Source: an optimization exercise on an open RTL-to-GDS flow (aim: small area). Production flows keep margins and buffers that such runs may drop. In this exercise RTL edits were held to simulation tests only and were not proved equivalent to the original. Power figures rest on the tool's default switching activity, not on a simulated workload.

File: flow/run.sh
#!/bin/bash
# synth_recipe.tcl (not shown) runs the flow's synth.tcl, then flattens the netlist and writes it again
# the make line also repeats each setting of config.mk as NAME=value (left out here)
make -C /OpenROAD-flow-scripts/flow DESIGN_CONFIG=/design/flow/config.mk WORK_HOME=/design/flow/orfs CLKGATE_MAP_FILE= SYNTH_SCRIPT=/design/flow/synth_recipe.tcl finish
File: flow/config.mk
export PLATFORM = sky130hd
export DESIGN_NAME = pipeline_cpu
export DESIGN_NICKNAME = pipeline_cpu
export VERILOG_FILES = /design/flow/design.v
export SDC_FILE = /design/flow/constraint.sdc
export NUM_CORES = 4
export LEC_CHECK = 0
export CAP_MARGIN = 20
export CORE_MARGIN = 2
export CORE_UTILIZATION = 40
export SLEW_MARGIN = 20
File: flow/constraint.sdc
create_clock -name core_clock -period 10.0 [get_ports {clk}]
set_input_delay 2.0000 -clock core_clock [delete_from_list [all_inputs] [get_ports {clk}]]
set_output_delay 2.0000 -clock core_clock [all_outputs]
set_load 0.01 [all_outputs]
File: flow/design.v
`default_nettype none
package cpu_pkg;
  localparam int xlen       = 32;    
  localparam int reg_addr_w = 5;
  localparam int pc_step    = 4;     
  typedef logic [xlen-1:0]       word_t;
  typedef logic [reg_addr_w-1:0] reg_addr_t;
  typedef enum logic [5:0] {
    op_rtype = 6'h00,                
    op_beq   = 6'h04,
    op_bne   = 6'h05,
    op_addi  = 6'h08,
    op_slti  = 6'h0A,
    op_lw    = 6'h23,
    op_sw    = 6'h2B                 
  } opcode_e;
  typedef enum logic [6:0] {
    fn_add = 7'h20,
    fn_sub = 7'h22,
    fn_slt = 7'h2A                   
  } funct_e;
  typedef enum logic [1:0] {
    fwd_none,                        
    fwd_mem,
    fwd_wb,
    fwd_retire
  } fwd_sel_e;
endpackage
`default_nettype wire
`default_nettype none
module reg_file (
  input  logic               clk,
  input  logic               nrst,
  input  cpu_pkg::reg_addr_t rd_addr_a,
  input  cpu_pkg::reg_addr_t rd_addr_b,
  input  logic               wr_en,
  input  cpu_pkg::reg_addr_t wr_addr,
  input  cpu_pkg::word_t     wr_data,
  output cpu_pkg::word_t     rd_data_a,
  output cpu_pkg::word_t     rd_data_b
);
  cpu_pkg::word_t regs [2**cpu_pkg::reg_addr_w];
  assign rd_data_a = regs[rd_addr_a];
  assign rd_data_b = regs[rd_addr_b];
  always_ff @(posedge clk) begin
    if (!nrst) begin
      for (int i = 0; i < 2**cpu_pkg::reg_addr_w; i++) begin
        regs[i] <= '0;
      end
    end else if (wr_en && wr_addr != '0) begin    
      regs[wr_addr] <= wr_data;
    end
  end
endmodule
`default_nettype wire
`default_nettype none
module hazard_unit (
  input  cpu_pkg::reg_addr_t src_a,
  input  cpu_pkg::reg_addr_t src_b,
  input  logic               use_a,
  input  logic               use_b,
  input  logic               ex_reg_write,
  input  logic               ex_load,
  input  cpu_pkg::reg_addr_t ex_dest,
  input  logic               mem_reg_write,
  input  cpu_pkg::reg_addr_t mem_dest,
  input  logic               wb_reg_write,
  input  cpu_pkg::reg_addr_t wb_dest,
  output logic               stall,
  output cpu_pkg::fwd_sel_e  fwd_a,
  output cpu_pkg::fwd_sel_e  fwd_b
);
  logic live_a;
  logic live_b;
  logic ex_hit_a;
  logic ex_hit_b;
  assign live_a = use_a && (src_a != '0);
  assign live_b = use_b && (src_b != '0);
  assign ex_hit_a = live_a && ex_reg_write && (src_a == ex_dest);
  assign ex_hit_b = live_b && ex_reg_write && (src_b == ex_dest);
  assign stall = ex_load && (ex_hit_a || ex_hit_b);
  function automatic cpu_pkg::fwd_sel_e pick(input logic live, input cpu_pkg::reg_addr_t src);
    pick = cpu_pkg::fwd_none;
    if (live) begin
      if (ex_reg_write && src == ex_dest) begin
        pick = cpu_pkg::fwd_mem;         
      end else if (mem_reg_write && src == mem_dest) begin
        pick = cpu_pkg::fwd_wb;
      end else if (wb_reg_write && src == wb_dest) begin
        pick = cpu_pkg::fwd_retire;      
      end
    end
  endfunction
  always_comb begin
    fwd_a = pick(live_a, src_a);
    fwd_b = pick(live_b, src_b);
  end
endmodule
`default_nettype wire
`default_nettype none
module fetch_stage (
  input  logic           clk,
  input  logic           nrst,
  input  cpu_pkg::word_t inst,
  input  logic           stall,
  input  logic           branch_taken,
  input  cpu_pkg::word_t branch_target,
  output cpu_pkg::word_t inst_addr,
  output cpu_pkg::word_t if_inst,
  output cpu_pkg::word_t if_pc_next
);
  cpu_pkg::word_t pc;
  cpu_pkg::word_t pc_plus;
  assign pc_plus   = pc + cpu_pkg::word_t'(cpu_pkg::pc_step);
  assign inst_addr = pc;
  always_ff @(posedge clk) begin
    if (!nrst) begin
      pc      <= '0;
      if_inst <= '0;                     
    end else if (branch_taken) begin
      pc      <= branch_target;
      if_inst <= '0;                     
    end else if (!stall) begin
      pc      <= pc_plus;
      if_inst <= inst;
    end
  end
  always_ff @(posedge clk) begin
    if (!stall) begin
      if_pc_next <= pc_plus;
    end
  end
endmodule
`default_nettype wire
`default_nettype none
module decode_stage (
  input  logic               clk,
  input  logic               nrst,
  input  cpu_pkg::word_t     if_inst,
  input  cpu_pkg::word_t     if_pc_next,
  input  logic               branch_taken,
  input  logic               ex_reg_write,
  input  logic               ex_load,
  input  cpu_pkg::reg_addr_t ex_dest,
  input  cpu_pkg::reg_addr_t mem_dest,
  input  logic               mem_reg_write,
  input  logic               wb_reg_write,
  input  cpu_pkg::reg_addr_t wb_dest,
  input  cpu_pkg::word_t     wb_result,
  output logic               stall,
  output cpu_pkg::opcode_e   id_op,
  output cpu_pkg::funct_e    id_funct,
  output cpu_pkg::word_t     id_a,
  output cpu_pkg::word_t     id_b,
  output cpu_pkg::word_t     id_imm,
  output cpu_pkg::word_t     id_pc_next,
  output cpu_pkg::reg_addr_t id_dest,
  output cpu_pkg::fwd_sel_e  id_fwd_a,
  output cpu_pkg::fwd_sel_e  id_fwd_b
);
  cpu_pkg::opcode_e   op;
  cpu_pkg::reg_addr_t rd;
  cpu_pkg::reg_addr_t rs1;
  cpu_pkg::reg_addr_t src_b;
  cpu_pkg::word_t     imm_alu;
  cpu_pkg::word_t     imm_bra;
  cpu_pkg::word_t     rf_a;
  cpu_pkg::word_t     rf_b;
  cpu_pkg::fwd_sel_e  fwd_a;
  cpu_pkg::fwd_sel_e  fwd_b;
  logic               is_branch;
  logic               use_a;
  logic               use_b;
  assign op      = cpu_pkg::opcode_e'(if_inst[5:0]);
  assign rd      = if_inst[10:6];
  assign rs1     = if_inst[19:15];
  assign src_b   = (op == cpu_pkg::op_sw) ? rd : if_inst[24:20];    
  assign imm_alu = {{16{if_inst[31]}}, if_inst[31:20], if_inst[14:11]};
  assign imm_bra = {{16{if_inst[31]}}, if_inst[31:25], if_inst[14:6]};
  assign is_branch = (op == cpu_pkg::op_beq) || (op == cpu_pkg::op_bne);
  always_comb begin
    case (op)
      cpu_pkg::op_rtype, cpu_pkg::op_beq, cpu_pkg::op_bne, cpu_pkg::op_sw: begin
        use_a = 1'b1;
        use_b = 1'b1;
      end
      cpu_pkg::op_addi, cpu_pkg::op_slti, cpu_pkg::op_lw: begin
        use_a = 1'b1;
        use_b = 1'b0;
      end
      default: begin                     
        use_a = 1'b0;
        use_b = 1'b0;
      end
    endcase
  end
  reg_file u_rf (
    .clk       (clk),
    .nrst      (nrst),
    .rd_addr_a (rs1),
    .rd_addr_b (src_b),
    .wr_en     (wb_reg_write),
    .wr_addr   (wb_dest),
    .wr_data   (wb_result),
    .rd_data_a (rf_a),
    .rd_data_b (rf_b)
  );
  hazard_unit u_hazard (
    .src_a         (rs1),
    .src_b         (src_b),
    .use_a         (use_a),
    .use_b         (use_b),
    .ex_reg_write  (ex_reg_write),
    .ex_load       (ex_load),
    .ex_dest       (ex_dest),
    .mem_reg_write (mem_reg_write),
    .mem_dest      (mem_dest),
    .wb_reg_write  (wb_reg_write),
    .wb_dest       (wb_dest),
    .stall         (stall),
    .fwd_a         (fwd_a),
    .fwd_b         (fwd_b)
  );
  always_ff @(posedge clk) begin
    if (!nrst || stall || branch_taken) begin
      id_op    <= cpu_pkg::op_rtype;
      id_dest  <= '0;
      id_fwd_a <= cpu_pkg::fwd_none;
      id_fwd_b <= cpu_pkg::fwd_none;
    end else begin
      id_op    <= op;
      id_dest  <= rd;
      id_fwd_a <= fwd_a;
      id_fwd_b <= fwd_b;
    end
  end
  always_ff @(posedge clk) begin
    id_funct   <= cpu_pkg::funct_e'(if_inst[31:25]);
    id_a       <= rf_a;
    id_b       <= rf_b;
    id_imm     <= is_branch ? imm_bra : imm_alu;
    id_pc_next <= if_pc_next;
  end
endmodule
`default_nettype wire
`default_nettype none
module execute_stage (
  input  logic               clk,
  input  logic               nrst,
  input  cpu_pkg::opcode_e   id_op,
  input  cpu_pkg::funct_e    id_funct,
  input  cpu_pkg::word_t     id_a,
  input  cpu_pkg::word_t     id_b,
  input  cpu_pkg::word_t     id_imm,
  input  cpu_pkg::word_t     id_pc_next,
  input  cpu_pkg::reg_addr_t id_dest,
  input  cpu_pkg::fwd_sel_e  id_fwd_a,
  input  cpu_pkg::fwd_sel_e  id_fwd_b,
  input  cpu_pkg::word_t     mem_result,
  input  cpu_pkg::word_t     wb_result,
  input  cpu_pkg::word_t     retire_result,
  output logic               branch_taken,
  output cpu_pkg::word_t     branch_target,
  output logic               ex_reg_write,     
  output logic               ex_load,
  output cpu_pkg::reg_addr_t ex_dest,
  output cpu_pkg::word_t     ex_alu,
  output cpu_pkg::word_t     ex_store_data,
  output logic               ex_store          
);
  cpu_pkg::word_t opnd_a;
  cpu_pkg::word_t opnd_b;
  cpu_pkg::word_t alu_b;
  cpu_pkg::word_t diff;
  cpu_pkg::word_t alu_y;
  logic           use_imm;
  logic           less;
  function automatic cpu_pkg::word_t resolve(input cpu_pkg::fwd_sel_e sel,
                                             input cpu_pkg::word_t rf_val);
    case (sel)
      cpu_pkg::fwd_mem:    resolve = mem_result;
      cpu_pkg::fwd_wb:     resolve = wb_result;
      cpu_pkg::fwd_retire: resolve = retire_result;
      default:             resolve = rf_val;
    endcase
  endfunction
  always_comb begin
    opnd_a = resolve(id_fwd_a, id_a);
    opnd_b = resolve(id_fwd_b, id_b);
  end
  assign use_imm = (id_op == cpu_pkg::op_addi) || (id_op == cpu_pkg::op_slti) ||
                   (id_op == cpu_pkg::op_lw)   || (id_op == cpu_pkg::op_sw);
  assign alu_b   = use_imm ? id_imm : opnd_b;
  assign diff    = opnd_a - alu_b;
  assign less    = $signed(opnd_a) < $signed(alu_b);
  always_comb begin
    case (id_op)
      cpu_pkg::op_rtype: begin
        case (id_funct)
          cpu_pkg::fn_add: alu_y = opnd_a + alu_b;
          cpu_pkg::fn_sub: alu_y = diff;
          cpu_pkg::fn_slt: alu_y = cpu_pkg::word_t'(less);
          default:         alu_y = '0;       
        endcase
      end
      cpu_pkg::op_addi, cpu_pkg::op_lw, cpu_pkg::op_sw: alu_y = opnd_a + alu_b;
      cpu_pkg::op_slti:                                 alu_y = cpu_pkg::word_t'(less);
      cpu_pkg::op_beq, cpu_pkg::op_bne:                 alu_y = diff;
      default:                                          alu_y = '0;
    endcase
  end
  assign branch_taken  = ((id_op == cpu_pkg::op_beq) && (diff == '0)) ||
                         ((id_op == cpu_pkg::op_bne) && (diff != '0));
  assign branch_target = id_pc_next + id_imm;    
  assign ex_reg_write = ((id_op == cpu_pkg::op_rtype) || (id_op == cpu_pkg::op_addi) ||
                         (id_op == cpu_pkg::op_slti)  || (id_op == cpu_pkg::op_lw)) &&
                        (id_dest != '0);
  assign ex_load      = (id_op == cpu_pkg::op_lw);
  assign ex_dest      = id_dest;
  always_ff @(posedge clk) begin
    if (!nrst) begin
      ex_store <= 1'b0;
    end else begin
      ex_store <= (id_op == cpu_pkg::op_sw);
    end
  end
  always_ff @(posedge clk) begin
    ex_alu        <= alu_y;
    ex_store_data <= opnd_b;                     
  end
endmodule
`default_nettype wire
`default_nettype none
module result_stage (
  input  logic               clk,
  input  logic               nrst,
  input  cpu_pkg::word_t     ex_alu,
  input  cpu_pkg::word_t     ex_store_data,
  input  logic               ex_store,
  input  logic               ex_load,
  input  logic               ex_reg_write,
  input  cpu_pkg::reg_addr_t ex_dest,
  input  cpu_pkg::word_t     data_in,
  output cpu_pkg::word_t     data_addr,
  output cpu_pkg::word_t     data_out,
  output logic               data_wr,
  output logic               mem_reg_write,
  output cpu_pkg::reg_addr_t mem_dest,
  output cpu_pkg::word_t     mem_result,
  output logic               wb_reg_write,
  output cpu_pkg::reg_addr_t wb_dest,
  output cpu_pkg::word_t     wb_result,
  output cpu_pkg::word_t     retire_result
);
  logic mem_load;
  always_ff @(posedge clk) begin
    if (!nrst) begin
      mem_load      <= 1'b0;
      mem_reg_write <= 1'b0;
      mem_dest      <= '0;
    end else begin
      mem_load      <= ex_load;
      mem_reg_write <= ex_reg_write;
      mem_dest      <= ex_dest;
    end
  end
  assign data_addr  = ex_alu;
  assign data_out   = ex_store_data;
  assign data_wr    = ex_store;
  assign mem_result = mem_load ? data_in : ex_alu;    
  always_ff @(posedge clk) begin
    if (!nrst) begin
      wb_reg_write <= 1'b0;
      wb_dest      <= '0;
    end else begin
      wb_reg_write <= mem_reg_write;
      wb_dest      <= mem_dest;
    end
  end
  always_ff @(posedge clk) begin
    wb_result     <= mem_result;
    retire_result <= wb_result;            
  end
endmodule
`default_nettype wire
`default_nettype none
module pipeline_cpu (
  input  logic           clk,
  input  logic           nrst,
  input  cpu_pkg::word_t inst,
  input  cpu_pkg::word_t data_in,
  output cpu_pkg::word_t inst_addr,
  output cpu_pkg::word_t data_addr,
  output cpu_pkg::word_t data_out,
  output logic           data_wr
);
  cpu_pkg::word_t     if_inst;
  cpu_pkg::word_t     if_pc_next;
  logic               stall;
  logic               branch_taken;
  cpu_pkg::word_t     branch_target;
  cpu_pkg::opcode_e   id_op;
  cpu_pkg::funct_e    id_funct;
  cpu_pkg::word_t     id_a;
  cpu_pkg::word_t     id_b;
  cpu_pkg::word_t     id_imm;
  cpu_pkg::word_t     id_pc_next;
  cpu_pkg::reg_addr_t id_dest;
  cpu_pkg::fwd_sel_e  id_fwd_a;
  cpu_pkg::fwd_sel_e  id_fwd_b;
  logic               ex_reg_write;      
  logic               ex_load;
  cpu_pkg::reg_addr_t ex_dest;
  cpu_pkg::word_t     ex_alu;
  cpu_pkg::word_t     ex_store_data;
  logic               ex_store;
  logic               mem_reg_write;
  cpu_pkg::reg_addr_t mem_dest;
  cpu_pkg::word_t     mem_result;
  logic               wb_reg_write;
  cpu_pkg::reg_addr_t wb_dest;
  cpu_pkg::word_t     wb_result;
  cpu_pkg::word_t     retire_result;
  fetch_stage u_fetch (
    .clk           (clk),
    .nrst          (nrst),
    .inst          (inst),
    .stall         (stall),
    .branch_taken  (branch_taken),
    .branch_target (branch_target),
    .inst_addr     (inst_addr),
    .if_inst       (if_inst),
    .if_pc_next    (if_pc_next)
  );
  decode_stage u_decode (
    .clk           (clk),
    .nrst          (nrst),
    .if_inst       (if_inst),
    .if_pc_next    (if_pc_next),
    .branch_taken  (branch_taken),
    .ex_reg_write  (ex_reg_write),
    .ex_load       (ex_load),
    .ex_dest       (ex_dest),
    .mem_dest      (mem_dest),
    .mem_reg_write (mem_reg_write),
    .wb_reg_write  (wb_reg_write),
    .wb_dest       (wb_dest),
    .wb_result     (wb_result),
    .stall         (stall),
    .id_op         (id_op),
    .id_funct      (id_funct),
    .id_a          (id_a),
    .id_b          (id_b),
    .id_imm        (id_imm),
    .id_pc_next    (id_pc_next),
    .id_dest       (id_dest),
    .id_fwd_a      (id_fwd_a),
    .id_fwd_b      (id_fwd_b)
  );
  execute_stage u_execute (
    .clk           (clk),
    .nrst          (nrst),
    .id_op         (id_op),
    .id_funct      (id_funct),
    .id_a          (id_a),
    .id_b          (id_b),
    .id_imm        (id_imm),
    .id_pc_next    (id_pc_next),
    .id_dest       (id_dest),
    .id_fwd_a      (id_fwd_a),
    .id_fwd_b      (id_fwd_b),
    .mem_result    (mem_result),
    .wb_result     (wb_result),
    .retire_result (retire_result),
    .branch_taken  (branch_taken),
    .branch_target (branch_target),
    .ex_reg_write  (ex_reg_write),
    .ex_load       (ex_load),
    .ex_dest       (ex_dest),
    .ex_alu        (ex_alu),
    .ex_store_data (ex_store_data),
    .ex_store      (ex_store)
  );
  result_stage u_result (
    .clk           (clk),
    .nrst          (nrst),
    .ex_alu        (ex_alu),
    .ex_store_data (ex_store_data),
    .ex_store      (ex_store),
    .ex_load       (ex_load),
    .ex_reg_write  (ex_reg_write),
    .ex_dest       (ex_dest),
    .data_in       (data_in),
    .data_addr     (data_addr),
    .data_out      (data_out),
    .data_wr       (data_wr),
    .mem_reg_write (mem_reg_write),
    .mem_dest      (mem_dest),
    .mem_result    (mem_result),
    .wb_reg_write  (wb_reg_write),
    .wb_dest       (wb_dest),
    .wb_result     (wb_result),
    .retire_result (retire_result)
  );
endmodule
`default_nettype wire
==> flow_metrics.env <==
export IMPL_crit_type="primary input to register"
export IMPL_slew_viol_final=0
export IMPL_synth_seq_area_share_pct=52.6
export IMPL_start_kind="primary input"
export IMPL_drt_iter0_markers=5980
export IMPL_yosysWarnings=6
export IMPL_fill_cells=16000
export IMPL_cellLeakagePower_nw=29.9
export IMPL_period_minus_slack_ns=8.21
export IMPL_dieArea_sq_um=186000
export IMPL_grt_overflow=0
export IMPL_routedWlPerCell_um=30.8
export IMPL_clk_path_buf_depth=3
export IMPL_slowest_stage="mux2i_4"
export IMPL_seq_area_sq_um=38400
export IMPL_cts_setup_buffers=0
export IMPL_synth_area_sq_um=72900
export IMPL_max_cap_violations=0
export IMPL_reg2reg_slack_ns=1.97
export IMPL_drt_antenna_violating_nets=0
export IMPL_gp_congestion=0.899
export IMPL_ctsHoldBuffers=0
export IMPL_yosysMostFrequentCell="edfxtp_1"
export IMPL_die_y_um=431
export IMPL_async_flop_share_pct=0
export IMPL_post_synth_top_area_fraction_pct=43.5
export IMPL_clock_fmax_mhz=122
export IMPL_dp_hpwl_um=151000
export IMPL_finalSetupViolations=0
export IMPL_rsz0062_at_grt="false"
export IMPL_drcViolationCount=0
export IMPL_cts_tree="done"
export IMPL_yosysTopAreaCell="edfxtp_1"
export IMPL_cp_slowest_stage_delay_ns=0.80
export IMPL_relSlewSlack_pct=25.9
export IMPL_htree_levels=4
export IMPL_ios=163
export IMPL_clkSinkCount=1389
export IMPL_core_area_sq_um=181000
export IMPL_synth_cells=5653
export IMPL_cts_buffers=154
export IMPL_via_per_inst=6.15
export IMPL_die_w_um=431
export IMPL_final_hold_violation_count=0
export IMPL_firstDrtPassIters=6
export IMPL_area_delta_synth_final_pct=13.3
export IMPL_synthFlopType="edfxtp_1"
export IMPL_worst_pin_slew_ns=1.11
export IMPL_portBuffers=162
export IMPL_hp_class="register to register"
export IMPL_fin_area_sq_um=82600
export IMPL_fin_tns_setup_ns=0
export IMPL_rows=156
export IMPL_synth_area_per_cell_sq_um=12.9
export IMPL_worst_setup_path_end_kind="register"
export IMPL_grt_use_total_pct=26.7
export IMPL_cp_cell_sequence="clkdlybuf4s50_1 > mux2_2 > mux4_2 > mux2_2 > ha_1 > fa_1 > o21ba_1 > or4_1 > and3b_1 > xor2_1 > nand4b_1 > a2111oi_0 > nand3_1 > or4_1 > nor3_2 > mux2i_4 > nand2b_1 > buf_4 > o221ai_1"
export IMPL_grt_pass1_vias=49800
export IMPL_p_per_area_nw_per_um2=189
export IMPL_crit_required_ns=10.66
export IMPL_synth_top_cells_by_count="edfxtp_1, and2_1, mux4_2"
export IMPL_grt_max_degree=97
export IMPL_drive_gt1_share_pct=19.9
export IMPL_synth_area_top_cells="edfxtp_1, mux4_2, dfxtp_1, and2_1, nand2_1"
export IMPL_clock_latency_ns=0.82
export IMPL_totalWireLength_um=251000
export IMPL_multiInputGateArea_sq_um=32900
export IMPL_skew_ns=0.0300
export IMPL_grt_pass1_wl_um=359000
export IMPL_synth_edf_count=1056
export IMPL_synth_seq_cells=1389
export IMPL_placed_area_sq_um=77500
export IMPL_ctsResizeCount=0
export IMPL_path_clk_slew_ns=0.06
export IMPL_outcome="finished clean"
export IMPL_antenna_found_initial=19
export IMPL_layout_nets=5807
export IMPL_start_util_pct=40.3
export IMPL_cp_max_fo=19
export IMPL_cts_root_buffer="clkbuf_16"
export IMPL_via_count=50000
export IMPL_ys_types=97
export IMPL_irDropWorstVdd_mv=0.135
export IMPL_min_period_over_period_pct=82.1
export IMPL_critPathArrivalTime_ns=8.87
where the power goes:
group / switching, mW / internal [mW] / leakage [nW]
Combinational: 1.76 / 1.06 / 13.6
Sequential: 0.433 / 6.55 / 13.7
Clock: 2.44 / 3.39 / 2.50
Total: 4.64 / 11.0 / 29.9
layout make-up:
class / count / area share (%)
Tap cell: 2370 / 3.59
Sequential cell: 1389 / 46.5
Antenna cell: 4 / 0.0121
Clock buffer: 207 / 5.14
Timing Repair Buffer: 308 / 3.45
Multi-Input combinational cell: 3707 / 39.9
Inverter: 82 / 0.374
Clock inverter: 74 / 1.03
layout by cell type (no fill, tap or decap), types with 41 or more instances in the layout:
master              n
o21ai_0            85
nor2_1            166
clkdlybuf4s50_1   161
edfxtp_1         1056
mux2i_1            89
dfxtp_1           310
and2_1           1012
a21o_1             41
inv_1              79
xor2_1             42
nand3_1           206
buf_4             136
a21oi_1           167
nand2_1           448
ha_1               96
mux2_2             87
clkbuf_16         158
xnor2_1            71
mux4_2            560
worst max-delay path: cells and delay by family:
kind | cells | cell delay (ns)
buffers and inverters | 2 | 0.63
muxes | 4 | 1.88
adders and majority gates | 2 | 0.76
xor gates and xnor gates | 1 | 0.17
AOI/OAI and AO/OA | 3 | 0.84
and+or+nand+nor | 7 | 2.57
flip-flops by register name (all words and copies together), names as in the netlist, 7 cells and up:
| signal | flops |
|---|---|
| u_execute.ex_store_data | 32 |
| u_decode.u_rf.regs | 1024 |
| u_result.wb_result | 32 |
| u_result.retire_result | 32 |
| u_fetch.pc | 32 |
| u_execute.ex_alu | 32 |
| u_fetch.if_inst | 32 |
| u_decode.id_imm | 9 |
| u_fetch.if_pc_next | 32 |
| u_decode.id_b | 32 |
| u_decode.id_a | 32 |
| u_decode.id_pc_next | 32 |
| u_decode.id_funct | 7 |
routing by layer:
layer	GRT usage (%)	part of all wire [%]	routed length, um
met5	0	0.022	54
met4	9.93	3.7	9160
met3	6.11	10	25500
met2	43.8	48	120000
met1	34.6	38	96100
path summary, 6_finish.rpt:
check | cells past startpoint | start | to
worst max-delay path | 19 | data_in[0] | u_fetch.pc[6]
worst min-delay path | 0 | u_fetch.if_pc_next[22] | u_decode.id_pc_next[22]
worst max register to register | 20 | u_decode.id_op[1] | u_fetch.pc[6]
worst min register to register | 0 | u_fetch.if_pc_next[22] | u_decode.id_pc_next[22]
cells by family (layout without fill, tap and decap cells):
group,count (synthesis),in the layout,share of synthesized area [%]
muxes,745,745,20.0
xor gates and xnor gates,113,113,1.36
adders and majority gates,99,99,1.73
and+or+nand+nor,2093,2093,15.4
AOI/OAI and AO/OA,625,625,5.73
other,1,36,0.00514
buffers and inverters,588,671,3.10
DFF,1389,1389,52.6
stage by stage:
stage / power [mW] / utilization, % / worst slack [ns] / instances / hold slack, ns
2_1_floorplan: 8.61 / - / 2.83 / 5684 / 0.323
3_3_place_gp: 9.83 / 42.8 / 1.04 / 7856 / 0.325
3_5_place_dp: 9.85 / 42.8 / 1.04 / 7856 / 0.327
4_1_cts: 15.6 / 45.6 / 1.87 / 8137 / 0.337
5_1_grt: 16.1 / 45.6 / 1.58 / 8138 / 0.337
6_report: 15.6 / 45.7 / 1.79 / 8141 / 0.339

afterwards: timing with drivers on the ports:
Ports are ideal in the flow. The routed layout listed here was re-timed in OpenROAD.
Step 1, drivers: a clkbuf_16 drives clk and a buf_2 each remaining input, both assumed.
Step 2 also shifts input and output timing later by t, the mid clock arrival at the registers, as if the neighbouring blocks saw the same clock.
Slacks: no drivers / after step 1 / after step 2; pairs: no drivers / after step 1.
t, ns: 0.893
setup slack, ns: 1.790 / 1.842 / 0.949
worst register clock-pin slew, ns: 0.07 / 0.07
After both steps this run still meets setup and hold. For this run, drivers alone change the setup slack by +0.052 ns; drivers and shift together by -0.841 ns.
